From an optimization exercise on the open Yosys and OpenROAD flow, aimed at small area, a short achievable clock period and few clock cycles; shortcuts taken in it are not production practice. In this exercise RTL edits were held to simulation tests only and were not proved equivalent to the original.

`flow/design.v`:
```
`timescale 1ns / 1ps
package scph_pkg;
	localparam int COORD_BITS       = 16;
	localparam int IDX_BITS         = 4;
	localparam int CFG_BITS         = 5;
	localparam int MAX_VERTICES_DEF = 16;
	localparam int unsigned MIN_POLY_VERTICES = 3;
	localparam int OPW   = COORD_BITS + 2;
	localparam int PRODW = 2 * OPW;
	localparam int CRW   = PRODW + 1;
	localparam logic OP_WRITE = 1'b0;
	localparam logic OP_QUERY = 1'b1;
	typedef struct packed {
		logic                         op;
		logic [IDX_BITS-1:0]          vertex_index;
		logic signed [COORD_BITS-1:0] coord_x;
		logic signed [COORD_BITS-1:0] coord_y;
		logic signed [COORD_BITS-1:0] dir_x;
		logic signed [COORD_BITS-1:0] dir_y;
	} req_t;
	typedef struct packed {
		logic hit;
		logic endpoint_inside;
	} rsp_t;
	typedef struct packed {
		logic signed [COORD_BITS-1:0] x;
		logic signed [COORD_BITS-1:0] y;
	} vtx_t;
	typedef enum logic [2:0] {
		ST_IDLE,
		ST_LOAD0,
		ST_LOAD1,
		ST_EDGE,
		ST_DRAIN,
		ST_FIN
	} state_t;
	typedef enum logic [2:0] {
		XOP_IN_O,
		XOP_IN_E,
		XOP_DEN,
		XOP_N1,
		XOP_N2
	} xop_t;
endpackage
`timescale 1ns / 1ps
module segment_convex_polygon_hit #(
	parameter int MAX_VERTICES = scph_pkg::MAX_VERTICES_DEF
) (
	input  logic                          clk,
	input  logic                          arst_n,
	input  logic                          req_valid,
	output logic                          req_stall,
	input  scph_pkg::req_t                req,
	output logic                          rsp_valid,
	input  logic                          rsp_stall,
	output scph_pkg::rsp_t                rsp,
	input  logic                          cfg_valid,
	output logic                          cfg_ready,
	input  logic [scph_pkg::CFG_BITS-1:0] cfg_data
);
	localparam int CB    = scph_pkg::COORD_BITS;
	localparam int WB    = CB + 1;           
	localparam int SB    = 2 * WB + 1;       
	localparam int UB    = CB + WB;          
	localparam int EB    = SB + 1;           
	localparam int DEPTH = 8;                
	function automatic logic [17:0] brow(input logic [16:0] x, input logic one, input logic two,
	                                     input logic neg);
		logic [17:0] m;
		case ({one, two})
			2'b10:   m = {x[16], x};
			2'b01:   m = {x, 1'b0};
			default: m = 18'd0;
		endcase
		if (neg) begin
			m = ~m;
		end
		brow = {~m[17], m[16:0]};
	endfunction
	logic [scph_pkg::CFG_BITS-1:0] vcount_q;
	logic                          stall_q;
	logic                          acc;
	logic [4:0]                    n_used;
	assign cfg_ready = 1'b1;
	assign req_stall = stall_q;
	assign acc       = req_valid && !stall_q;
	assign n_used    = (vcount_q > 5'd16) ? 5'd16 : vcount_q;
	logic [2*CB-1:0] mem [16];
	always_ff @(posedge clk) begin
		if (acc && req.op == scph_pkg::OP_WRITE) begin
			mem[req.vertex_index] <= {req.coord_x, req.coord_y};
		end
	end
	logic          f_v, f_q, f_first, f_last, f_n3;
	logic [3:0]    f_k, f_kl;
	logic signed [CB-1:0] ox_q, oy_q, dx_q, dy_q;
	logic          nf_v, nf_q, nf_first, nf_last;
	logic          q_new;
	assign q_new = req.op == scph_pkg::OP_QUERY && n_used >= 5'd2;
	always_comb begin
		nf_v     = 1'b0;
		nf_q     = 1'b0;
		nf_first = 1'b0;
		nf_last  = 1'b0;
		if (f_v && f_q && !f_last) begin
			nf_v     = 1'b1;
			nf_q     = 1'b1;
			nf_last  = (f_k + 4'd1) == f_kl;
		end else if (acc) begin
			nf_v     = 1'b1;
			nf_q     = q_new;
			nf_first = 1'b1;
			nf_last  = !q_new;
		end
	end
	always_ff @(posedge clk) begin
		if (acc && req.op == scph_pkg::OP_QUERY) begin
			ox_q <= req.coord_x;
			oy_q <= req.coord_y;
			dx_q <= req.dir_x;
			dy_q <= req.dir_y;
		end
	end
	logic [2*CB-1:0]       f_vtx;
	logic signed [CB-1:0]  f_vx, f_vy;
	logic signed [WB-1:0]  f_x, f_y;
	assign f_vtx = mem[f_k];
	assign f_vx  = f_vtx[2*CB-1:CB];
	assign f_vy  = f_vtx[CB-1:0];
	assign f_x   = WB'(f_vx) - WB'(ox_q);
	assign f_y   = WB'(f_vy) - WB'(oy_q);
	logic                 m_v, m_q, m_first, m_last, m_n3, m_wrap;
	logic                 r_v, r_q, r_n3;         
	logic signed [WB-1:0] m_x, m_y, a_x, a_y, b_x, b_y, h_x, h_y;
	logic signed [CB-1:0] mdx, mdy;
	always_ff @(posedge clk) begin
		m_x <= f_x;
		m_y <= f_y;
		if (m_q && m_last) begin
			b_x <= h_x;
			b_y <= h_y;
		end else begin
			b_x <= f_x;
			b_y <= f_y;
		end
		a_x <= m_x;
		a_y <= m_y;
		if (m_q && m_first) begin
			h_x <= m_x;
			h_y <= m_y;
		end
		if (f_v && f_q && f_first) begin
			mdx <= dx_q;
			mdy <= dy_q;
		end
	end
	logic [SB-2:0] m_s0, m_s1, m_s2, m_s3;
	logic [UB-1:0] m_u0, m_u1, m_u2, m_u3;
	logic sb_o0, sb_t0, sb_n0, sb_o1, sb_t1, sb_n1, sb_o2, sb_t2, sb_n2, sb_o3, sb_t3, sb_n3, sb_o4, sb_t4, sb_n4, sb_o5, sb_t5, sb_n5, sb_o6, sb_t6, sb_n6, sb_o7, sb_t7, sb_n7, sb_o8, sb_t8, sb_n8;
	assign sb_o0 = b_y[0] ^ 1'b0;
	assign sb_t0 = (b_y[1] & !b_y[0] & !1'b0) | (!b_y[1] & b_y[0] & 1'b0);
	assign sb_n0 = b_y[1];
	assign sb_o1 = b_y[2] ^ b_y[1];
	assign sb_t1 = (b_y[3] & !b_y[2] & !b_y[1]) | (!b_y[3] & b_y[2] & b_y[1]);
	assign sb_n1 = b_y[3];
	assign sb_o2 = b_y[4] ^ b_y[3];
	assign sb_t2 = (b_y[5] & !b_y[4] & !b_y[3]) | (!b_y[5] & b_y[4] & b_y[3]);
	assign sb_n2 = b_y[5];
	assign sb_o3 = b_y[6] ^ b_y[5];
	assign sb_t3 = (b_y[7] & !b_y[6] & !b_y[5]) | (!b_y[7] & b_y[6] & b_y[5]);
	assign sb_n3 = b_y[7];
	assign sb_o4 = b_y[8] ^ b_y[7];
	assign sb_t4 = (b_y[9] & !b_y[8] & !b_y[7]) | (!b_y[9] & b_y[8] & b_y[7]);
	assign sb_n4 = b_y[9];
	assign sb_o5 = b_y[10] ^ b_y[9];
	assign sb_t5 = (b_y[11] & !b_y[10] & !b_y[9]) | (!b_y[11] & b_y[10] & b_y[9]);
	assign sb_n5 = b_y[11];
	assign sb_o6 = b_y[12] ^ b_y[11];
	assign sb_t6 = (b_y[13] & !b_y[12] & !b_y[11]) | (!b_y[13] & b_y[12] & b_y[11]);
	assign sb_n6 = b_y[13];
	assign sb_o7 = b_y[14] ^ b_y[13];
	assign sb_t7 = (b_y[15] & !b_y[14] & !b_y[13]) | (!b_y[15] & b_y[14] & b_y[13]);
	assign sb_n7 = b_y[15];
	assign sb_o8 = b_y[16] ^ b_y[15];
	assign sb_t8 = (b_y[16] & !b_y[16] & !b_y[15]) | (!b_y[16] & b_y[16] & b_y[15]);
	assign sb_n8 = b_y[16];
	logic sa_o0, sa_t0, sa_n0, sa_o1, sa_t1, sa_n1, sa_o2, sa_t2, sa_n2, sa_o3, sa_t3, sa_n3, sa_o4, sa_t4, sa_n4, sa_o5, sa_t5, sa_n5, sa_o6, sa_t6, sa_n6, sa_o7, sa_t7, sa_n7, sa_o8, sa_t8, sa_n8;
	assign sa_o0 = a_y[0] ^ 1'b0;
	assign sa_t0 = (a_y[1] & !a_y[0] & !1'b0) | (!a_y[1] & a_y[0] & 1'b0);
	assign sa_n0 = !a_y[1];
	assign sa_o1 = a_y[2] ^ a_y[1];
	assign sa_t1 = (a_y[3] & !a_y[2] & !a_y[1]) | (!a_y[3] & a_y[2] & a_y[1]);
	assign sa_n1 = !a_y[3];
	assign sa_o2 = a_y[4] ^ a_y[3];
	assign sa_t2 = (a_y[5] & !a_y[4] & !a_y[3]) | (!a_y[5] & a_y[4] & a_y[3]);
	assign sa_n2 = !a_y[5];
	assign sa_o3 = a_y[6] ^ a_y[5];
	assign sa_t3 = (a_y[7] & !a_y[6] & !a_y[5]) | (!a_y[7] & a_y[6] & a_y[5]);
	assign sa_n3 = !a_y[7];
	assign sa_o4 = a_y[8] ^ a_y[7];
	assign sa_t4 = (a_y[9] & !a_y[8] & !a_y[7]) | (!a_y[9] & a_y[8] & a_y[7]);
	assign sa_n4 = !a_y[9];
	assign sa_o5 = a_y[10] ^ a_y[9];
	assign sa_t5 = (a_y[11] & !a_y[10] & !a_y[9]) | (!a_y[11] & a_y[10] & a_y[9]);
	assign sa_n5 = !a_y[11];
	assign sa_o6 = a_y[12] ^ a_y[11];
	assign sa_t6 = (a_y[13] & !a_y[12] & !a_y[11]) | (!a_y[13] & a_y[12] & a_y[11]);
	assign sa_n6 = !a_y[13];
	assign sa_o7 = a_y[14] ^ a_y[13];
	assign sa_t7 = (a_y[15] & !a_y[14] & !a_y[13]) | (!a_y[15] & a_y[14] & a_y[13]);
	assign sa_n7 = !a_y[15];
	assign sa_o8 = a_y[16] ^ a_y[15];
	assign sa_t8 = (a_y[16] & !a_y[16] & !a_y[15]) | (!a_y[16] & a_y[16] & a_y[15]);
	assign sa_n8 = !a_y[16];
	logic [17:0] sd_p0, sd_p1, sd_p2, sd_p3, sd_p4, sd_p5, sd_p6, sd_p7, sd_p8;
	assign sd_p0 = brow(a_x, sb_o0, sb_t0, sb_n0);
	assign sd_p1 = brow(a_x, sb_o1, sb_t1, sb_n1);
	assign sd_p2 = brow(a_x, sb_o2, sb_t2, sb_n2);
	assign sd_p3 = brow(a_x, sb_o3, sb_t3, sb_n3);
	assign sd_p4 = brow(a_x, sb_o4, sb_t4, sb_n4);
	assign sd_p5 = brow(a_x, sb_o5, sb_t5, sb_n5);
	assign sd_p6 = brow(a_x, sb_o6, sb_t6, sb_n6);
	assign sd_p7 = brow(a_x, sb_o7, sb_t7, sb_n7);
	assign sd_p8 = brow(a_x, sb_o8, sb_t8, sb_n8);
	logic [17:0] sd_n0, sd_n1, sd_n2, sd_n3, sd_n4, sd_n5, sd_n6, sd_n7, sd_n8;
	assign sd_n0 = brow(b_x, sa_o0, sa_t0, sa_n0);
	assign sd_n1 = brow(b_x, sa_o1, sa_t1, sa_n1);
	assign sd_n2 = brow(b_x, sa_o2, sa_t2, sa_n2);
	assign sd_n3 = brow(b_x, sa_o3, sa_t3, sa_n3);
	assign sd_n4 = brow(b_x, sa_o4, sa_t4, sa_n4);
	assign sd_n5 = brow(b_x, sa_o5, sa_t5, sa_n5);
	assign sd_n6 = brow(b_x, sa_o6, sa_t6, sa_n6);
	assign sd_n7 = brow(b_x, sa_o7, sa_t7, sa_n7);
	assign sd_n8 = brow(b_x, sa_o8, sa_t8, sa_n8);
	logic [34:0] sd_ta_l1_0, sd_ta_l1_1, sd_ta_l1_2, sd_ta_l1_3, sd_ta_l1_4, sd_ta_l1_5, sd_ta_l2_0, sd_ta_l2_1, sd_ta_l2_2, sd_ta_l2_3, sd_ta_l3_0, sd_ta_l3_1, sd_ta_l4_0, sd_ta_l4_1, sd_ta_l5_0, sd_ta_l5_1;
	assign sd_ta_l1_0 = (35'(sd_p0) << 0) ^ ((35'(sd_p1) << 2) | (35'(sb_n0) << 0)) ^ ((35'(sd_p2) << 4) | (35'(sb_n1) << 2));
	assign sd_ta_l1_1 = (((35'(sd_p0) << 0) & ((35'(sd_p1) << 2) | (35'(sb_n0) << 0))) | ((35'(sd_p0) << 0) & ((35'(sd_p2) << 4) | (35'(sb_n1) << 2))) | (((35'(sd_p1) << 2) | (35'(sb_n0) << 0)) & ((35'(sd_p2) << 4) | (35'(sb_n1) << 2)))) << 1;
	assign sd_ta_l1_2 = ((35'(sd_p3) << 6) | (35'(sb_n2) << 4)) ^ ((35'(sd_p4) << 8) | (35'(sb_n3) << 6)) ^ ((35'(sd_p5) << 10) | (35'(sb_n4) << 8));
	assign sd_ta_l1_3 = ((((35'(sd_p3) << 6) | (35'(sb_n2) << 4)) & ((35'(sd_p4) << 8) | (35'(sb_n3) << 6))) | (((35'(sd_p3) << 6) | (35'(sb_n2) << 4)) & ((35'(sd_p5) << 10) | (35'(sb_n4) << 8))) | (((35'(sd_p4) << 8) | (35'(sb_n3) << 6)) & ((35'(sd_p5) << 10) | (35'(sb_n4) << 8)))) << 1;
	assign sd_ta_l1_4 = ((35'(sd_p6) << 12) | (35'(sb_n5) << 10)) ^ ((35'(sd_p7) << 14) | (35'(sb_n6) << 12)) ^ ((35'(sd_p8) << 16) | (35'(sb_n7) << 14));
	assign sd_ta_l1_5 = ((((35'(sd_p6) << 12) | (35'(sb_n5) << 10)) & ((35'(sd_p7) << 14) | (35'(sb_n6) << 12))) | (((35'(sd_p6) << 12) | (35'(sb_n5) << 10)) & ((35'(sd_p8) << 16) | (35'(sb_n7) << 14))) | (((35'(sd_p7) << 14) | (35'(sb_n6) << 12)) & ((35'(sd_p8) << 16) | (35'(sb_n7) << 14)))) << 1;
	assign sd_ta_l2_0 = sd_ta_l1_0 ^ sd_ta_l1_1 ^ sd_ta_l1_2;
	assign sd_ta_l2_1 = ((sd_ta_l1_0 & sd_ta_l1_1) | (sd_ta_l1_0 & sd_ta_l1_2) | (sd_ta_l1_1 & sd_ta_l1_2)) << 1;
	assign sd_ta_l2_2 = sd_ta_l1_3 ^ sd_ta_l1_4 ^ sd_ta_l1_5;
	assign sd_ta_l2_3 = ((sd_ta_l1_3 & sd_ta_l1_4) | (sd_ta_l1_3 & sd_ta_l1_5) | (sd_ta_l1_4 & sd_ta_l1_5)) << 1;
	assign sd_ta_l3_0 = sd_ta_l2_0 ^ sd_ta_l2_1 ^ sd_ta_l2_2;
	assign sd_ta_l3_1 = ((sd_ta_l2_0 & sd_ta_l2_1) | (sd_ta_l2_0 & sd_ta_l2_2) | (sd_ta_l2_1 & sd_ta_l2_2)) << 1;
	assign sd_ta_l4_0 = sd_ta_l3_0 ^ sd_ta_l3_1 ^ sd_ta_l2_3;
	assign sd_ta_l4_1 = ((sd_ta_l3_0 & sd_ta_l3_1) | (sd_ta_l3_0 & sd_ta_l2_3) | (sd_ta_l3_1 & sd_ta_l2_3)) << 1;
	assign sd_ta_l5_0 = sd_ta_l4_0 ^ sd_ta_l4_1 ^ (35'h2aaac0000 | (35'(sb_n8 ^ sa_n8) << 16) | (35'(sb_n8 & sa_n8) << 17));
	assign sd_ta_l5_1 = ((sd_ta_l4_0 & sd_ta_l4_1) | (sd_ta_l4_0 & (35'h2aaac0000 | (35'(sb_n8 ^ sa_n8) << 16) | (35'(sb_n8 & sa_n8) << 17))) | (sd_ta_l4_1 & (35'h2aaac0000 | (35'(sb_n8 ^ sa_n8) << 16) | (35'(sb_n8 & sa_n8) << 17)))) << 1;
	logic [34:0] sd_tb_l1_0, sd_tb_l1_1, sd_tb_l1_2, sd_tb_l1_3, sd_tb_l1_4, sd_tb_l1_5, sd_tb_l2_0, sd_tb_l2_1, sd_tb_l2_2, sd_tb_l2_3, sd_tb_l3_0, sd_tb_l3_1, sd_tb_l4_0, sd_tb_l4_1;
	assign sd_tb_l1_0 = (35'(sd_n0) << 0) ^ ((35'(sd_n1) << 2) | (35'(sa_n0) << 0)) ^ ((35'(sd_n2) << 4) | (35'(sa_n1) << 2));
	assign sd_tb_l1_1 = (((35'(sd_n0) << 0) & ((35'(sd_n1) << 2) | (35'(sa_n0) << 0))) | ((35'(sd_n0) << 0) & ((35'(sd_n2) << 4) | (35'(sa_n1) << 2))) | (((35'(sd_n1) << 2) | (35'(sa_n0) << 0)) & ((35'(sd_n2) << 4) | (35'(sa_n1) << 2)))) << 1;
	assign sd_tb_l1_2 = ((35'(sd_n3) << 6) | (35'(sa_n2) << 4)) ^ ((35'(sd_n4) << 8) | (35'(sa_n3) << 6)) ^ ((35'(sd_n5) << 10) | (35'(sa_n4) << 8));
	assign sd_tb_l1_3 = ((((35'(sd_n3) << 6) | (35'(sa_n2) << 4)) & ((35'(sd_n4) << 8) | (35'(sa_n3) << 6))) | (((35'(sd_n3) << 6) | (35'(sa_n2) << 4)) & ((35'(sd_n5) << 10) | (35'(sa_n4) << 8))) | (((35'(sd_n4) << 8) | (35'(sa_n3) << 6)) & ((35'(sd_n5) << 10) | (35'(sa_n4) << 8)))) << 1;
	assign sd_tb_l1_4 = ((35'(sd_n6) << 12) | (35'(sa_n5) << 10)) ^ ((35'(sd_n7) << 14) | (35'(sa_n6) << 12)) ^ ((35'(sd_n8) << 16) | (35'(sa_n7) << 14));
	assign sd_tb_l1_5 = ((((35'(sd_n6) << 12) | (35'(sa_n5) << 10)) & ((35'(sd_n7) << 14) | (35'(sa_n6) << 12))) | (((35'(sd_n6) << 12) | (35'(sa_n5) << 10)) & ((35'(sd_n8) << 16) | (35'(sa_n7) << 14))) | (((35'(sd_n7) << 14) | (35'(sa_n6) << 12)) & ((35'(sd_n8) << 16) | (35'(sa_n7) << 14)))) << 1;
	assign sd_tb_l2_0 = sd_tb_l1_0 ^ sd_tb_l1_1 ^ sd_tb_l1_2;
	assign sd_tb_l2_1 = ((sd_tb_l1_0 & sd_tb_l1_1) | (sd_tb_l1_0 & sd_tb_l1_2) | (sd_tb_l1_1 & sd_tb_l1_2)) << 1;
	assign sd_tb_l2_2 = sd_tb_l1_3 ^ sd_tb_l1_4 ^ sd_tb_l1_5;
	assign sd_tb_l2_3 = ((sd_tb_l1_3 & sd_tb_l1_4) | (sd_tb_l1_3 & sd_tb_l1_5) | (sd_tb_l1_4 & sd_tb_l1_5)) << 1;
	assign sd_tb_l3_0 = sd_tb_l2_0 ^ sd_tb_l2_1 ^ sd_tb_l2_2;
	assign sd_tb_l3_1 = ((sd_tb_l2_0 & sd_tb_l2_1) | (sd_tb_l2_0 & sd_tb_l2_2) | (sd_tb_l2_1 & sd_tb_l2_2)) << 1;
	assign sd_tb_l4_0 = sd_tb_l3_0 ^ sd_tb_l3_1 ^ sd_tb_l2_3;
	assign sd_tb_l4_1 = ((sd_tb_l3_0 & sd_tb_l3_1) | (sd_tb_l3_0 & sd_tb_l2_3) | (sd_tb_l3_1 & sd_tb_l2_3)) << 1;
	assign m_s0 = sd_ta_l5_0;
	assign m_s1 = sd_ta_l5_1;
	assign m_s2 = sd_tb_l4_0;
	assign m_s3 = sd_tb_l4_1;
	logic ux_o0, ux_t0, ux_n0, ux_o1, ux_t1, ux_n1, ux_o2, ux_t2, ux_n2, ux_o3, ux_t3, ux_n3, ux_o4, ux_t4, ux_n4, ux_o5, ux_t5, ux_n5, ux_o6, ux_t6, ux_n6, ux_o7, ux_t7, ux_n7;
	assign ux_o0 = mdx[0] ^ 1'b0;
	assign ux_t0 = (mdx[1] & !mdx[0] & !1'b0) | (!mdx[1] & mdx[0] & 1'b0);
	assign ux_n0 = mdx[1];
	assign ux_o1 = mdx[2] ^ mdx[1];
	assign ux_t1 = (mdx[3] & !mdx[2] & !mdx[1]) | (!mdx[3] & mdx[2] & mdx[1]);
	assign ux_n1 = mdx[3];
	assign ux_o2 = mdx[4] ^ mdx[3];
	assign ux_t2 = (mdx[5] & !mdx[4] & !mdx[3]) | (!mdx[5] & mdx[4] & mdx[3]);
	assign ux_n2 = mdx[5];
	assign ux_o3 = mdx[6] ^ mdx[5];
	assign ux_t3 = (mdx[7] & !mdx[6] & !mdx[5]) | (!mdx[7] & mdx[6] & mdx[5]);
	assign ux_n3 = mdx[7];
	assign ux_o4 = mdx[8] ^ mdx[7];
	assign ux_t4 = (mdx[9] & !mdx[8] & !mdx[7]) | (!mdx[9] & mdx[8] & mdx[7]);
	assign ux_n4 = mdx[9];
	assign ux_o5 = mdx[10] ^ mdx[9];
	assign ux_t5 = (mdx[11] & !mdx[10] & !mdx[9]) | (!mdx[11] & mdx[10] & mdx[9]);
	assign ux_n5 = mdx[11];
	assign ux_o6 = mdx[12] ^ mdx[11];
	assign ux_t6 = (mdx[13] & !mdx[12] & !mdx[11]) | (!mdx[13] & mdx[12] & mdx[11]);
	assign ux_n6 = mdx[13];
	assign ux_o7 = mdx[14] ^ mdx[13];
	assign ux_t7 = (mdx[15] & !mdx[14] & !mdx[13]) | (!mdx[15] & mdx[14] & mdx[13]);
	assign ux_n7 = mdx[15];
	logic uy_o0, uy_t0, uy_n0, uy_o1, uy_t1, uy_n1, uy_o2, uy_t2, uy_n2, uy_o3, uy_t3, uy_n3, uy_o4, uy_t4, uy_n4, uy_o5, uy_t5, uy_n5, uy_o6, uy_t6, uy_n6, uy_o7, uy_t7, uy_n7;
	assign uy_o0 = mdy[0] ^ 1'b0;
	assign uy_t0 = (mdy[1] & !mdy[0] & !1'b0) | (!mdy[1] & mdy[0] & 1'b0);
	assign uy_n0 = !mdy[1];
	assign uy_o1 = mdy[2] ^ mdy[1];
	assign uy_t1 = (mdy[3] & !mdy[2] & !mdy[1]) | (!mdy[3] & mdy[2] & mdy[1]);
	assign uy_n1 = !mdy[3];
	assign uy_o2 = mdy[4] ^ mdy[3];
	assign uy_t2 = (mdy[5] & !mdy[4] & !mdy[3]) | (!mdy[5] & mdy[4] & mdy[3]);
	assign uy_n2 = !mdy[5];
	assign uy_o3 = mdy[6] ^ mdy[5];
	assign uy_t3 = (mdy[7] & !mdy[6] & !mdy[5]) | (!mdy[7] & mdy[6] & mdy[5]);
	assign uy_n3 = !mdy[7];
	assign uy_o4 = mdy[8] ^ mdy[7];
	assign uy_t4 = (mdy[9] & !mdy[8] & !mdy[7]) | (!mdy[9] & mdy[8] & mdy[7]);
	assign uy_n4 = !mdy[9];
	assign uy_o5 = mdy[10] ^ mdy[9];
	assign uy_t5 = (mdy[11] & !mdy[10] & !mdy[9]) | (!mdy[11] & mdy[10] & mdy[9]);
	assign uy_n5 = !mdy[11];
	assign uy_o6 = mdy[12] ^ mdy[11];
	assign uy_t6 = (mdy[13] & !mdy[12] & !mdy[11]) | (!mdy[13] & mdy[12] & mdy[11]);
	assign uy_n6 = !mdy[13];
	assign uy_o7 = mdy[14] ^ mdy[13];
	assign uy_t7 = (mdy[15] & !mdy[14] & !mdy[13]) | (!mdy[15] & mdy[14] & mdy[13]);
	assign uy_n7 = !mdy[15];
	logic [17:0] ud_p0, ud_p1, ud_p2, ud_p3, ud_p4, ud_p5, ud_p6, ud_p7;
	assign ud_p0 = brow(m_y, ux_o0, ux_t0, ux_n0);
	assign ud_p1 = brow(m_y, ux_o1, ux_t1, ux_n1);
	assign ud_p2 = brow(m_y, ux_o2, ux_t2, ux_n2);
	assign ud_p3 = brow(m_y, ux_o3, ux_t3, ux_n3);
	assign ud_p4 = brow(m_y, ux_o4, ux_t4, ux_n4);
	assign ud_p5 = brow(m_y, ux_o5, ux_t5, ux_n5);
	assign ud_p6 = brow(m_y, ux_o6, ux_t6, ux_n6);
	assign ud_p7 = brow(m_y, ux_o7, ux_t7, ux_n7);
	logic [17:0] ud_n0, ud_n1, ud_n2, ud_n3, ud_n4, ud_n5, ud_n6, ud_n7;
	assign ud_n0 = brow(m_x, uy_o0, uy_t0, uy_n0);
	assign ud_n1 = brow(m_x, uy_o1, uy_t1, uy_n1);
	assign ud_n2 = brow(m_x, uy_o2, uy_t2, uy_n2);
	assign ud_n3 = brow(m_x, uy_o3, uy_t3, uy_n3);
	assign ud_n4 = brow(m_x, uy_o4, uy_t4, uy_n4);
	assign ud_n5 = brow(m_x, uy_o5, uy_t5, uy_n5);
	assign ud_n6 = brow(m_x, uy_o6, uy_t6, uy_n6);
	assign ud_n7 = brow(m_x, uy_o7, uy_t7, uy_n7);
	logic [32:0] ud_ta_l1_0, ud_ta_l1_1, ud_ta_l1_2, ud_ta_l1_3, ud_ta_l1_4, ud_ta_l1_5, ud_ta_l2_0, ud_ta_l2_1, ud_ta_l2_2, ud_ta_l2_3, ud_ta_l3_0, ud_ta_l3_1, ud_ta_l4_0, ud_ta_l4_1;
	assign ud_ta_l1_0 = (33'(ud_p0) << 0) ^ ((33'(ud_p1) << 2) | (33'(ux_n0) << 0)) ^ ((33'(ud_p2) << 4) | (33'(ux_n1) << 2));
	assign ud_ta_l1_1 = (((33'(ud_p0) << 0) & ((33'(ud_p1) << 2) | (33'(ux_n0) << 0))) | ((33'(ud_p0) << 0) & ((33'(ud_p2) << 4) | (33'(ux_n1) << 2))) | (((33'(ud_p1) << 2) | (33'(ux_n0) << 0)) & ((33'(ud_p2) << 4) | (33'(ux_n1) << 2)))) << 1;
	assign ud_ta_l1_2 = ((33'(ud_p3) << 6) | (33'(ux_n2) << 4)) ^ ((33'(ud_p4) << 8) | (33'(ux_n3) << 6)) ^ ((33'(ud_p5) << 10) | (33'(ux_n4) << 8));
	assign ud_ta_l1_3 = ((((33'(ud_p3) << 6) | (33'(ux_n2) << 4)) & ((33'(ud_p4) << 8) | (33'(ux_n3) << 6))) | (((33'(ud_p3) << 6) | (33'(ux_n2) << 4)) & ((33'(ud_p5) << 10) | (33'(ux_n4) << 8))) | (((33'(ud_p4) << 8) | (33'(ux_n3) << 6)) & ((33'(ud_p5) << 10) | (33'(ux_n4) << 8)))) << 1;
	assign ud_ta_l1_4 = ((33'(ud_p6) << 12) | (33'(ux_n5) << 10)) ^ ((33'(ud_p7) << 14) | (33'(ux_n6) << 12)) ^ (33'haaac0000 | (33'(ux_n7 ^ uy_n7) << 14) | (33'(ux_n7 & uy_n7) << 15));
	assign ud_ta_l1_5 = ((((33'(ud_p6) << 12) | (33'(ux_n5) << 10)) & ((33'(ud_p7) << 14) | (33'(ux_n6) << 12))) | (((33'(ud_p6) << 12) | (33'(ux_n5) << 10)) & (33'haaac0000 | (33'(ux_n7 ^ uy_n7) << 14) | (33'(ux_n7 & uy_n7) << 15))) | (((33'(ud_p7) << 14) | (33'(ux_n6) << 12)) & (33'haaac0000 | (33'(ux_n7 ^ uy_n7) << 14) | (33'(ux_n7 & uy_n7) << 15)))) << 1;
	assign ud_ta_l2_0 = ud_ta_l1_0 ^ ud_ta_l1_1 ^ ud_ta_l1_2;
	assign ud_ta_l2_1 = ((ud_ta_l1_0 & ud_ta_l1_1) | (ud_ta_l1_0 & ud_ta_l1_2) | (ud_ta_l1_1 & ud_ta_l1_2)) << 1;
	assign ud_ta_l2_2 = ud_ta_l1_3 ^ ud_ta_l1_4 ^ ud_ta_l1_5;
	assign ud_ta_l2_3 = ((ud_ta_l1_3 & ud_ta_l1_4) | (ud_ta_l1_3 & ud_ta_l1_5) | (ud_ta_l1_4 & ud_ta_l1_5)) << 1;
	assign ud_ta_l3_0 = ud_ta_l2_0 ^ ud_ta_l2_1 ^ ud_ta_l2_2;
	assign ud_ta_l3_1 = ((ud_ta_l2_0 & ud_ta_l2_1) | (ud_ta_l2_0 & ud_ta_l2_2) | (ud_ta_l2_1 & ud_ta_l2_2)) << 1;
	assign ud_ta_l4_0 = ud_ta_l3_0 ^ ud_ta_l3_1 ^ ud_ta_l2_3;
	assign ud_ta_l4_1 = ((ud_ta_l3_0 & ud_ta_l3_1) | (ud_ta_l3_0 & ud_ta_l2_3) | (ud_ta_l3_1 & ud_ta_l2_3)) << 1;
	logic [32:0] ud_tb_l1_0, ud_tb_l1_1, ud_tb_l1_2, ud_tb_l1_3, ud_tb_l2_0, ud_tb_l2_1, ud_tb_l2_2, ud_tb_l2_3, ud_tb_l3_0, ud_tb_l3_1, ud_tb_l4_0, ud_tb_l4_1;
	assign ud_tb_l1_0 = (33'(ud_n0) << 0) ^ ((33'(ud_n1) << 2) | (33'(uy_n0) << 0)) ^ ((33'(ud_n2) << 4) | (33'(uy_n1) << 2));
	assign ud_tb_l1_1 = (((33'(ud_n0) << 0) & ((33'(ud_n1) << 2) | (33'(uy_n0) << 0))) | ((33'(ud_n0) << 0) & ((33'(ud_n2) << 4) | (33'(uy_n1) << 2))) | (((33'(ud_n1) << 2) | (33'(uy_n0) << 0)) & ((33'(ud_n2) << 4) | (33'(uy_n1) << 2)))) << 1;
	assign ud_tb_l1_2 = ((33'(ud_n3) << 6) | (33'(uy_n2) << 4)) ^ ((33'(ud_n4) << 8) | (33'(uy_n3) << 6)) ^ ((33'(ud_n5) << 10) | (33'(uy_n4) << 8));
	assign ud_tb_l1_3 = ((((33'(ud_n3) << 6) | (33'(uy_n2) << 4)) & ((33'(ud_n4) << 8) | (33'(uy_n3) << 6))) | (((33'(ud_n3) << 6) | (33'(uy_n2) << 4)) & ((33'(ud_n5) << 10) | (33'(uy_n4) << 8))) | (((33'(ud_n4) << 8) | (33'(uy_n3) << 6)) & ((33'(ud_n5) << 10) | (33'(uy_n4) << 8)))) << 1;
	assign ud_tb_l2_0 = ud_tb_l1_0 ^ ud_tb_l1_1 ^ ud_tb_l1_2;
	assign ud_tb_l2_1 = ((ud_tb_l1_0 & ud_tb_l1_1) | (ud_tb_l1_0 & ud_tb_l1_2) | (ud_tb_l1_1 & ud_tb_l1_2)) << 1;
	assign ud_tb_l2_2 = ud_tb_l1_3 ^ ((33'(ud_n6) << 12) | (33'(uy_n5) << 10)) ^ ((33'(ud_n7) << 14) | (33'(uy_n6) << 12));
	assign ud_tb_l2_3 = ((ud_tb_l1_3 & ((33'(ud_n6) << 12) | (33'(uy_n5) << 10))) | (ud_tb_l1_3 & ((33'(ud_n7) << 14) | (33'(uy_n6) << 12))) | (((33'(ud_n6) << 12) | (33'(uy_n5) << 10)) & ((33'(ud_n7) << 14) | (33'(uy_n6) << 12)))) << 1;
	assign ud_tb_l3_0 = ud_tb_l2_0 ^ ud_tb_l2_1 ^ ud_tb_l2_2;
	assign ud_tb_l3_1 = ((ud_tb_l2_0 & ud_tb_l2_1) | (ud_tb_l2_0 & ud_tb_l2_2) | (ud_tb_l2_1 & ud_tb_l2_2)) << 1;
	assign ud_tb_l4_0 = ud_tb_l3_0 ^ ud_tb_l3_1 ^ ud_tb_l2_3;
	assign ud_tb_l4_1 = ((ud_tb_l3_0 & ud_tb_l3_1) | (ud_tb_l3_0 & ud_tb_l2_3) | (ud_tb_l3_1 & ud_tb_l2_3)) << 1;
	assign m_u0 = ud_ta_l4_0;
	assign m_u1 = ud_ta_l4_1;
	assign m_u2 = ud_tb_l4_0;
	assign m_u3 = ud_tb_l4_1;
	logic                 c1_q, c1_first, c1_edge, c1_wrap, c1_rv, c1_rq, c1_n3;
	logic [SB-2:0]        c1_s0, c1_s1, c1_s2, c1_s3;
	logic [UB-1:0]        c1_u0, c1_u1, c1_u2, c1_u3;
	logic signed [SB-2:0] c1_s;
	logic signed [UB-1:0] c1_u;
	always_ff @(posedge clk) begin
		c1_s0 <= m_s0;
		c1_s1 <= m_s1;
		c1_s2 <= m_s2;
		c1_s3 <= m_s3;
		c1_u0 <= m_u0;
		c1_u1 <= m_u1;
		c1_u2 <= m_u2;
		c1_u3 <= m_u3;
	end
	assign c1_s = c1_s0 + c1_s1 + c1_s2 + c1_s3;
	assign c1_u = c1_u0 + c1_u1 + c1_u2 + c1_u3;
	logic                 c2_q, c2_first, c2_edge, c2_wrap, c2_rv, c2_rq, c2_n3;
	logic signed [SB-2:0] c2_s;
	logic signed [UB-1:0] c2_u, c2_up, c2_uh;
	logic                 c2_sneg, c2_szero, c2_uneg, c2_uzero;
	logic                 c2_upneg, c2_upzero, c2_uhneg, c2_uhzero;
	logic                 out_o_q, out_e_q, hit_q;
	always_ff @(posedge clk) begin
		c2_s      <= c1_s;
		c2_u      <= c1_u;
		c2_sneg   <= c1_s[SB-2];
		c2_szero  <= c1_s == '0;
		c2_uneg   <= c1_u[UB-1];
		c2_uzero  <= c1_u == '0;
		c2_up     <= c2_u;
		c2_upneg  <= c2_uneg;
		c2_upzero <= c2_uzero;
		if (c2_q && c2_first) begin
			c2_uh     <= c2_u;
			c2_uhneg  <= c2_uneg;
			c2_uhzero <= c2_uzero;
		end
	end
	logic signed [UB-1:0] ub;
	logic signed [EB-1:0] c2_e;
	logic                 ub_neg, ub_zero;
	logic                 s_neg, s_pos, e_neg, e_pos, ua_le, ua_ge, ub_le, ub_ge, both0, crs;
	always_comb begin
		if (c2_wrap) begin
			ub      = c2_uh;
			ub_neg  = c2_uhneg;
			ub_zero = c2_uhzero;
		end else begin
			ub      = c2_u;
			ub_neg  = c2_uneg;
			ub_zero = c2_uzero;
		end
		c2_e  = EB'(c2_s) + EB'(c2_up) - EB'(ub);
		s_neg = c2_sneg;
		s_pos = !c2_sneg && !c2_szero;
		e_neg = c2_e[EB-1];
		e_pos = !c2_e[EB-1] && (c2_e != '0);
		ua_le = c2_upneg || c2_upzero;
		ua_ge = !c2_upneg;
		ub_le = ub_neg || ub_zero;
		ub_ge = !ub_neg;
		both0 = c2_upzero && ub_zero;
		crs   = !both0 && ((ua_le && ub_ge && !s_neg && !e_pos) ||
		                   (ua_ge && ub_le && !s_pos && !e_neg));
	end
	logic [1:0]       fifo_d [DEPTH];
	logic [DEPTH-1:0] fifo_v;
	logic [3:0]       inflight_q;
	logic             push, pop;
	logic [1:0]       push_d;
	logic             res_ins, res_hit;
	assign res_ins = c2_n3 && (!(out_o_q || s_neg) || !(out_e_q || e_neg));
	assign res_hit = res_ins || hit_q || crs;
	assign push    = c2_rv;
	assign push_d  = c2_rq ? {res_hit, res_ins} : 2'b00;
	assign pop     = fifo_v[0] && !rsp_stall;
	assign rsp_valid = fifo_v[0];
	assign rsp       = fifo_d[0];
	always_ff @(posedge clk) begin
		for (int i = 0; i < DEPTH; i++) begin
			if (pop) begin
				if (push && fifo_v[i] && (i == DEPTH - 1 || !fifo_v[(i + 1) % DEPTH])) begin
					fifo_d[i] <= push_d;
				end else if (i < DEPTH - 1) begin
					fifo_d[i] <= fifo_d[(i + 1) % DEPTH];
				end
			end else if (push && !fifo_v[i] && (i == 0 || fifo_v[(i + DEPTH - 1) % DEPTH])) begin
				fifo_d[i] <= push_d;
			end
		end
	end
	always_ff @(posedge clk or negedge arst_n) begin
		if (!arst_n) begin
			vcount_q   <= '0;
			stall_q    <= 1'b0;
			f_v        <= 1'b0;
			f_q        <= 1'b0;
			f_first    <= 1'b0;
			f_last     <= 1'b0;
			f_n3       <= 1'b0;
			f_k        <= '0;
			f_kl       <= '0;
			m_v        <= 1'b0;
			m_q        <= 1'b0;
			m_first    <= 1'b0;
			m_last     <= 1'b0;
			m_n3       <= 1'b0;
			m_wrap     <= 1'b0;
			r_v        <= 1'b0;
			r_q        <= 1'b0;
			r_n3       <= 1'b0;
			c1_q       <= 1'b0;
			c1_first   <= 1'b0;
			c1_edge    <= 1'b0;
			c1_wrap    <= 1'b0;
			c1_rv      <= 1'b0;
			c1_rq      <= 1'b0;
			c1_n3      <= 1'b0;
			c2_q       <= 1'b0;
			c2_first   <= 1'b0;
			c2_edge    <= 1'b0;
			c2_wrap    <= 1'b0;
			c2_rv      <= 1'b0;
			c2_rq      <= 1'b0;
			c2_n3      <= 1'b0;
			out_o_q    <= 1'b0;
			out_e_q    <= 1'b0;
			hit_q      <= 1'b0;
			fifo_v     <= '0;
			inflight_q <= '0;
		end else begin
			if (cfg_valid) begin
				vcount_q <= cfg_data;
			end
			f_v     <= nf_v;
			f_q     <= nf_q;
			f_first <= nf_first;
			f_last  <= nf_last;
			if (f_v && f_q && !f_last) begin
				f_k <= f_k + 4'd1;
			end else begin
				f_k  <= '0;
				f_kl <= 4'(n_used - 5'd1);
				f_n3 <= n_used >= 5'd3;
			end
			m_v     <= f_v && f_last;
			m_q     <= f_v && f_q;
			m_first <= f_first;
			m_last  <= f_last;
			m_n3    <= f_n3;
			m_wrap  <= m_q && m_last;
			r_v     <= m_v;
			r_q     <= m_q && m_last;
			r_n3    <= m_n3;
			c1_q     <= m_q;
			c1_first <= m_first;
			c1_edge  <= (m_q && !m_first) || m_wrap;
			c1_wrap  <= m_wrap;
			c1_rv    <= r_v;
			c1_rq    <= r_q;
			c1_n3    <= r_n3;
			c2_q     <= c1_q;
			c2_first <= c1_first;
			c2_edge  <= c1_edge;
			c2_wrap  <= c1_wrap;
			c2_rv    <= c1_rv;
			c2_rq    <= c1_rq;
			c2_n3    <= c1_n3;
			if (c2_q && c2_first) begin
				out_o_q <= 1'b0;
				out_e_q <= 1'b0;
				hit_q   <= 1'b0;
			end else if (c2_edge) begin
				out_o_q <= out_o_q || s_neg;
				out_e_q <= out_e_q || e_neg;
				hit_q   <= hit_q || crs;
			end
			if (pop) begin
				fifo_v <= push ? fifo_v : (fifo_v >> 1);
			end else if (push) begin
				fifo_v <= {fifo_v[DEPTH-2:0], 1'b1};
			end
			inflight_q <= inflight_q + 4'(acc) - 4'(pop);
			stall_q    <= (nf_v && nf_q && !nf_last) ||
			              ((inflight_q + 4'(acc) - 4'(pop)) >= 4'(DEPTH - 1));
		end
	end
endmodule
```
`flow/run.sh`:
```
#!/bin/bash
# synth_recipe.tcl (not shown) runs the flow's synth.tcl, then flattens the netlist and writes it again
# the make line also repeats each setting of config.mk as NAME=value (left out here)
make -C /OpenROAD-flow-scripts/flow DESIGN_CONFIG=/design/flow/config.mk WORK_HOME=/design/flow/orfs CLKGATE_MAP_FILE= SYNTH_SCRIPT=/design/flow/synth_recipe.tcl finish
```
`flow/config.mk`:
```
export PLATFORM = sky130hd
export DESIGN_NAME = segment_convex_polygon_hit
export DESIGN_NICKNAME = segment_convex_polygon_hit
export VERILOG_FILES = /design/flow/design.v
export SDC_FILE = /design/flow/constraint.sdc
export NUM_CORES = 4
export LEC_CHECK = 0
export CAP_MARGIN = 20
export CORE_MARGIN = 2
export CORE_UTILIZATION = 40
export SLEW_MARGIN = 20
```
`flow/constraint.sdc`:
```
create_clock -name core_clock -period 7.5 [get_ports {clk}]
set_input_delay 1.5000 -clock core_clock [delete_from_list [all_inputs] [get_ports {clk}]]
set_output_delay 1.5000 -clock core_clock [all_outputs]
set_load 0.01 [all_outputs]
```
==> results of run 1 <==
kinds of logic after synthesis:
| family | Yosys count |
|---|---|
| muxes | 295 |
| AOI/OAI and AO/OA | 1216 |
| xor gates and xnor gates | 676 |
| buffers and inverters | 1235 |
| other | 1 |
| DFF | 1196 |
| and+or+nand+nor | 1223 |
| adders and majority gates | 958 |
per-stage QoR:
step           hold slack [ns]  instances  setup WS, ns
2_1_floorplan            0.331       6800          2.47
3_3_place_gp             0.333       8971          2.02
3_5_place_dp             0.338       8972          2.01
4_1_cts                  0.351       9217          1.94
5_1_grt                  0.355       9219          1.43
6_report                 0.349       9219          1.93
per-layer routing:
| metal | track usage | part of all wire |
|---|---|---|
| met4 | 0.0925 | 0.043 |
| met3 | 0.0365 | 0.067 |
| met1 | 0.282 | 0.42 |
| met2 | 0.338 | 0.47 |
| met5 | 0 | 0.00033 |
cell type report:
type                       instances  area (um^2)
timing repair buffer             177         1540
tap                             2495         3120
inverter                         735         2760
sequential                      1196        31200
multi-input combinational       4369        40000
clock buffer                     180         3730
clock inverter                    65          826
antenna                            2         5.00
fill                           17300       105000
registers in the layout, summed over array words and instances, names as in the netlist, 32 cells and up:
name   cells
mem      512
c1_s0     34
c1_s2     34
c2_s      34
c1_u0     33
c2_u      33
c2_up     33
c1_u2     32
c2_uh     32
worst max-delay path, cell delays in order, from the launching register on:
cell and delay, ns:
dfrtp_1 0.91, nor2b_4 0.99, buf_4 0.42, a221oi_1 0.16, o21ai_0 0.18, nand2_1 0.11
ha_1 0.32, nor2b_1 0.14, o21ai_0 0.20, a21boi_0 0.15, o21ai_0 0.23, a21boi_0 0.16
o21a_1 0.21, o31a_1 0.26, o41ai_1 0.45, o21ai_0 0.29, o31ai_1 0.27
how the worst max path moves through the flow:
stage                     startpoint   endpoint
after floorplan               b_y[1]  c1_s0[17]
after global placement        f_k[2]    b_x[14]
after detailed placement      f_k[2]    b_x[14]
after CTS                     f_k[2]    b_x[14]
after global routing          f_k[2]    b_x[15]
final                         f_k[2]    b_x[14]
cell usage in the layout (no fill, tap or decap), types with 137 or more instances in the layout:
master     Yosys  layout
clkbuf_16      0     137
o21ai_0      140     140
edfxtp_1     692     692
mux2i_1      142     142
inv_1        728     728
dfxtp_1      450     448
fa_1         536     536
a22oi_1      483     483
nor2_1       546     534
xnor2_1      435     435
nand2_1      262     262
xor2_1       241     241
ha_1         422     422
a21oi_1      232     232
==> results by group, run 1 <==
Status
  • Status: no timing/DRC/antenna violations

Clocking
  • H-Tree Depth: 4
  • Clock Path Buffers: 3
  • Number of setup buffers added after CTS: 0
  • CTS tree: done
  • CTS resizes: 0
  • Num CTS Buffers: 134
  • CTS Hold Buffers Added: 0
  • CTS sink count: 1196
  • Clk Tree Root Cell: clkbuf_16
  • Clock slew at reported path FFs: 0.06 ns
  • Skew-Pair Late Insertion Delay: 0.82 ns

Synth
  • Xor/xnor share of the synthesized area: 0.0782
  • Top-area cell type share of the netlist area: 0.275
  • Mapped Avg Cell Area: 11.1 um^2
  • Cells after Synth: 6800
  • Synth area leader: edfxtp_1
  • Top post-synthesis cells by area: edfxtp_1 (27%), fa_1 (14%), dfxtp_1 (12%), ha_1 (7.0%), xnor2_1 (5.0%)
  • Compound-Gate Fraction of Synth Area: 0.111
  • Ys flop type: edfxtp_1
  • Post-synth EDFFs: 692
  • Simple-gate share of the synthesized area: 0.0749
  • Synth async-reset ratio: 0.0452
  • Post-synth net total: 7837
  • Count leader, synth: inv_1
  • #FFs+latches synth: 1196
  • Post-synthesis mux area share: 0.0511
  • Seq/Total Area, Yosys: 0.411
  • Top cells by count, synth: inv_1 (728), edfxtp_1 (692), nor2_1 (546)
  • Synthesized area: 75700 um^2
  • Synth Warn #: 2
  • Distinct cells, synth: 90
  • Combinational family with the most area after synthesis: adder cells
  • Post-Synth Adder-Cell Area: 0.212

Final layout
  • Finished Cell Area: 83200 um^2
  • Share of cells above drive strength 1: 0.0778
  • Fin nets: 7650
  • Layout Utilization: 0.443
  • Synth-to-layout area growth: 9.88%

Hold path
  • Hold Crit Depth: 0
  • Worst hold path endpoint: c2_edge
  • Hold Crit Class: reg -> reg
  • Hold_sp: c1_edge

Global routing
  • Largest net degree at the start of global routing: 55
  • GRT overflow: 0
  • Initial antenna violation count: 11
  • Total Routing Usage GR: 0.212
  • Vias in the first global route: 50700
  • First-pass GRT wire length: 312000 um

Timing
  • Clock skew: 0.0689 ns
  • Slew @ Worst Pin: 1.23 ns
  • Period utilisation layout: 0.743
  • RSZ-0062 raised after global routing: false
  • Max Fclk: 180 MHz
  • Fin crit period: 5.57 ns
  • Setup TNS Final: 0 ns
  • Setup violations, final: 0
  • Final Max Slew Viols: 0
  • Final Hold Vio Count: 0
  • Slew margin rel.: 0.178

Setup path
  • Worst Setup Start Kind: flip-flop
  • R2r startpoint: f_k[2]
  • Critical setup path kind: reg -> reg
  • Critical path arrival: 6.30 ns
  • Crit path max fanout: 34
  • Critical path data required time: 8.23 ns
  • R2R Setup Slk: 1.93 ns
  • Worst reg2reg path depth: 16
  • Crit Reg-Reg Endpoint: b_x[14]
  • Crit path capture type: flip-flop

Placed design
  • Final HPWL DP: 142000 um
  • Placer Congestion: 0.933
  • Placed Area: 78600 um^2
  • Port-buffer cells: 82

Detailed routing
  • Antenna Nets Post-Route: 0
  • Overall routed net length: 205000 um
  • First-pass DRT Iterations: 6
  • Avg WL per Cell: 22.2 um
  • Drt drc: 0
  • DR vias/cell: 5.45
  • Starting DRC count in detailed routing: 4800
  • Via count: 50200

Die
  • Core Area: 188000 um^2
  • Die width: 439 um
  • Initial core utilization: 0.403
  • IO Count: 84
  • Floorplan row count: 159
  • Die H: 439 um
  • Die area: 193000 um^2

Run
  • Max-Cap Viols: 0
Testbench counts, summed over its fixed seeds: cycles 37,007.
==> inputs of run 2 (changes only) <==
--- a/flow/config.mk
+++ b/flow/config.mk
@@ -6,6 +6,8 @@
 export NUM_CORES = 4
 export LEC_CHECK = 0
+export ABC_CLOCK_PERIOD_IN_PS = 4000
 export CAP_MARGIN = 20
 export CORE_MARGIN = 2
 export CORE_UTILIZATION = 40
+export SETUP_SLACK_MARGIN = 3.0
 export SLEW_MARGIN = 20
==> run 2 against run 1 <==
Compared with the run above: still clean; final area rose by 3.6%; setup slack gained 1.1 ns; register-to-register slack better by 1.1 ns.
==> results by group, run 2 <==
Placed design
  • Port-buffer cells: 82 (unchanged)
  • Final HPWL DP: 140000 um (-1.2%)
  • Placer Congestion: 0.922 (-1.2%)

Synth
  • Top-area cell type share of the netlist area: 0.275 (unchanged)
  • Cells after Synth: 6800 (unchanged)
  • Top post-synthesis cells by area: edfxtp_1 (27%), fa_1 (14%), dfxtp_1 (12%), ha_1 (7.0%), xnor2_1 (5.0%)
  • Top cells by count, synth: inv_1 (728), edfxtp_1 (692), nor2_1 (546)
  • Ys flop type: edfxtp_1
  • Synth Warn #: 2 (unchanged)
  • #FFs+latches synth: 1196 (unchanged)
  • Mapped Avg Cell Area: 11.1 um^2 (unchanged)
  • Seq/Total Area, Yosys: 0.411 (unchanged)
  • Synthesized area: 75700 um^2 (unchanged)
  • Post-synth EDFFs: 692 (unchanged)
  • Distinct cells, synth: 90 (unchanged)
  • Synth async-reset ratio: 0.0452 (unchanged)
  • Count leader, synth: inv_1
  • Synth area leader: edfxtp_1
  • Post-synth net total: 7837 (unchanged)

Detailed routing
  • Overall routed net length: 207000 um (+1.2%)
  • Drt drc: 0 (unchanged)
  • Starting DRC count in detailed routing: 4458 (-7.1%)
  • Antenna Nets Post-Route: 0 (unchanged)
  • DR vias/cell: 5.45 (about the same)
  • Avg WL per Cell: 22.2 um (-0.22%)
  • First-pass DRT Iterations: 6 (unchanged)
  • Via count: 50900 (+1.4%)

Timing
  • Slew margin rel.: 0.204 (+0.0253)
  • Max Fclk: 222 MHz (+24%)
  • Final Hold Vio Count: 0 (unchanged)
  • Setup violations, final: 0 (unchanged)
  • Final Max Slew Viols: 0 (unchanged)
  • Slew @ Worst Pin: 1.19 ns (-0.0379 ns)
  • Setup TNS Final: 0 ns (unchanged)
  • Worst hold slack: 0.348 ns (-0.000479 ns)
  • Period utilisation layout: 0.599 (-0.143)
  • Clock skew: 0.0633 ns (-0.00558 ns)
  • Fin crit period: 4.50 ns (-1.07 ns)
  • RSZ-0062 raised after global routing: true

Clocking
  • CTS tree: done
  • CTS sink count: 1196 (unchanged)
  • Clock slew at reported path FFs: 0.06 ns (about the same)
  • Skew-Pair Late Insertion Delay: 0.82 ns (about the same)
  • Clock Path Buffers: 3 (unchanged)
  • Num CTS Buffers: 132 (-1.5%)
  • CTS Hold Buffers Added: 0 (unchanged)
  • Clk Tree Root Cell: clkbuf_16
  • H-Tree Depth: 4 (unchanged)

Run
  • Max-Cap Viols: 0 (unchanged)

Global routing
  • First-pass GRT wire length: 313000 um (+0.42%)
  • Total Routing Usage GR: 0.212 (+0.000824)
  • Vias in the first global route: 51400 (+1.4%)
  • GRT overflow: 0 (unchanged)
  • Initial antenna violation count: 8 (-3)
  • Largest net degree at the start of global routing: 55 (unchanged)

Final layout
  • Most frequent cells in the layout: inv_1 (722), edfxtp_1 (692), fa_1 (532)
  • Filler cells: 17100 (-1.3%)
  • Register area: 31200 um^2 (+0.16%)
  • Synth-to-layout area growth: 13.8%
  • Biggest register: mem
  • Area of the multi-input gates: 41400 um^2 (+3.5%)
  • Fin nets: 7782 (+1.7%)
  • Share of cells above drive strength 1: 0.128 (+0.0502)
  • Commonest non-fill, non-tap cell in the layout: inv_1
  • Max reg flops: 512 (unchanged)

Hold path
  • Hold Crit Class: reg -> reg

Setup path
  • Slowest CP cell: dfrtp_4
  • Crit-path cells: buf_6, buf_12, mux2_4, fa_1, inv_2, ha_4, and3_4, nand2_4, or4_1, o211ai_1, buf_4, o21a_4, mux2_4, a211oi_2, and4_4, a31oi_4, buf_12, a21oi_2
  • Crit path capture type: flip-flop
  • Top delay family on crit path: simple AND/OR/NAND/NOR gates
  • R2R Setup Slk: 3.00 ns (+1.07 ns)
  • Crit path max fanout: 8 (-76%)
  • Crit-path max cell delay: 0.54 ns (-0.45 ns)
  • Critical path data required time: 8.15 ns (-0.08 ns)
  • Critical setup path kind: reg -> reg
  • Buf/Inv on CP: 5 (+4)
  • Worst Setup Start Kind: flip-flop
  • Critical path arrival: 5.15 ns (-1.15 ns)

Die
  • Floorplan row count: 159 (unchanged)
  • Die H: 439 um (unchanged)
  • Core Area: 188000 um^2 (unchanged)
  • Die width: 439 um (unchanged)
  • Die area: 193000 um^2 (unchanged)
  • IO Count: 84 (unchanged)
  • Initial core utilization: 0.403 (unchanged)

Status
  • Status: no timing/DRC/antenna violations
-- run 2: changes by cell type in the layout (fill, tap and decap cells not counted), sizes merged, moves of 3 or more --
cell      before  now
clkbuf       180  173
clkinvlp       3    9
buf           96  222
clkinv        51   55
inv          741  737
bufbuf         0    3
-- run 2: worst paths after layout --
kind	startpoint	to	cells past startpoint
worst max-delay path	c2_wrap	fifo_d[0][1]	18
worst min-delay path	c1_q	c2_q	0
worst max register to register	c2_wrap	fifo_d[0][1]	18
worst min register to register	c1_q	c2_q	0
max in group asynchronous	arst_n	c2_wrap	1
min in group asynchronous	arst_n	r_n3	1
-- run 2: timing repair --
| item | in CTS | in global routing |
|---|---|---|
| endpoints found under the setup margin | 200 | 135 |
| resized for setup | 179 | 188 |
| cloned | 4 | 4 |
| endpoints found under the hold margin | 0 | 0 |
| setup buffers | 58 | 81 |
| pin swaps | 27 | 46 |
-- run 2: final cells by class --
class	instances	share of cell area
Multi-Input combinational cell	4370	0.481
Sequential cell	1196	0.362
Clock buffer	169	0.0421
Tap cell	2495	0.0362
Timing Repair Buffer	310	0.0362
Inverter	735	0.0324
Clock inverter	72	0.00988
Antenna cell	3	0.0000871
-- run 2: kinds of logic (layout without fill, tap and decap cells) --
kind of cell	count (synthesis)	after routing	synth area share
fa+ha+maj	958	958	0.212
buf+inv	1235	1286	0.0614
xor+xnor	676	676	0.0782
flops	1196	1196	0.411
simple gates	1223	1224	0.0749
mux	295	295	0.0511
compound gates	1216	1216	0.111
other cells	1	4	0.0000496
-- run 2: per-stage QoR --
stage / setup slack (ns) / std cells / cell area [um^2] / utilization
floorplan: 2.93 / 6800 / 75800 / -
global placement: 2.19 / 8958 / 78500 / 0.418
detailed placement: 2.10 / 8959 / 78500 / 0.418
CTS: 2.95 / 9262 / 84500 / 0.450
global route: 2.88 / 9347 / 86100 / 0.459
finish: 3.00 / 9350 / 86100 / 0.459
-- run 2: per-layer routing --
layer,global-route usage,wire [um],up-vias,share of wire
met5,0,57,-,0.00027
met4,0.0807,8120,8,0.039
met3,0.0436,14200,408,0.068
met2,0.352,99000,1770,0.48
met1,0.273,86000,25500,0.41
li1,-,-,23200,-

-- static timing again, ports no longer ideal --
Ports are ideal in the flow. The routed layouts listed here were re-timed in OpenROAD.
Step 1 sets driving cells, clkbuf_16 on the clock port and buf_2 on the other inputs (assumed; they add their load-dependent delay and slew).
Step 2 times the ports against the registers' clock, not the clock port: input delays grow and output delays shrink by t, the midpoint of the rising clock arrivals with the driver on.
a / b / c = no drivers / after step 1 / after step 2; a / b = the first two.
run	t (ns)	setup slack, ns	hold slack, ns	worst setup path at the end
run 1	0.887	1.930 / 1.930 / 1.930	0.349 / 0.349 / 0.349	register to register
run 2	0.877	3.004 / 3.004 / 2.896	0.348 / 0.348 / 0.348	input to register
After both steps setup and hold are still met in every run listed. The setup slack of run 2, which loses most, moves by 0.000 ns with the drivers and by -0.108 ns with both steps.
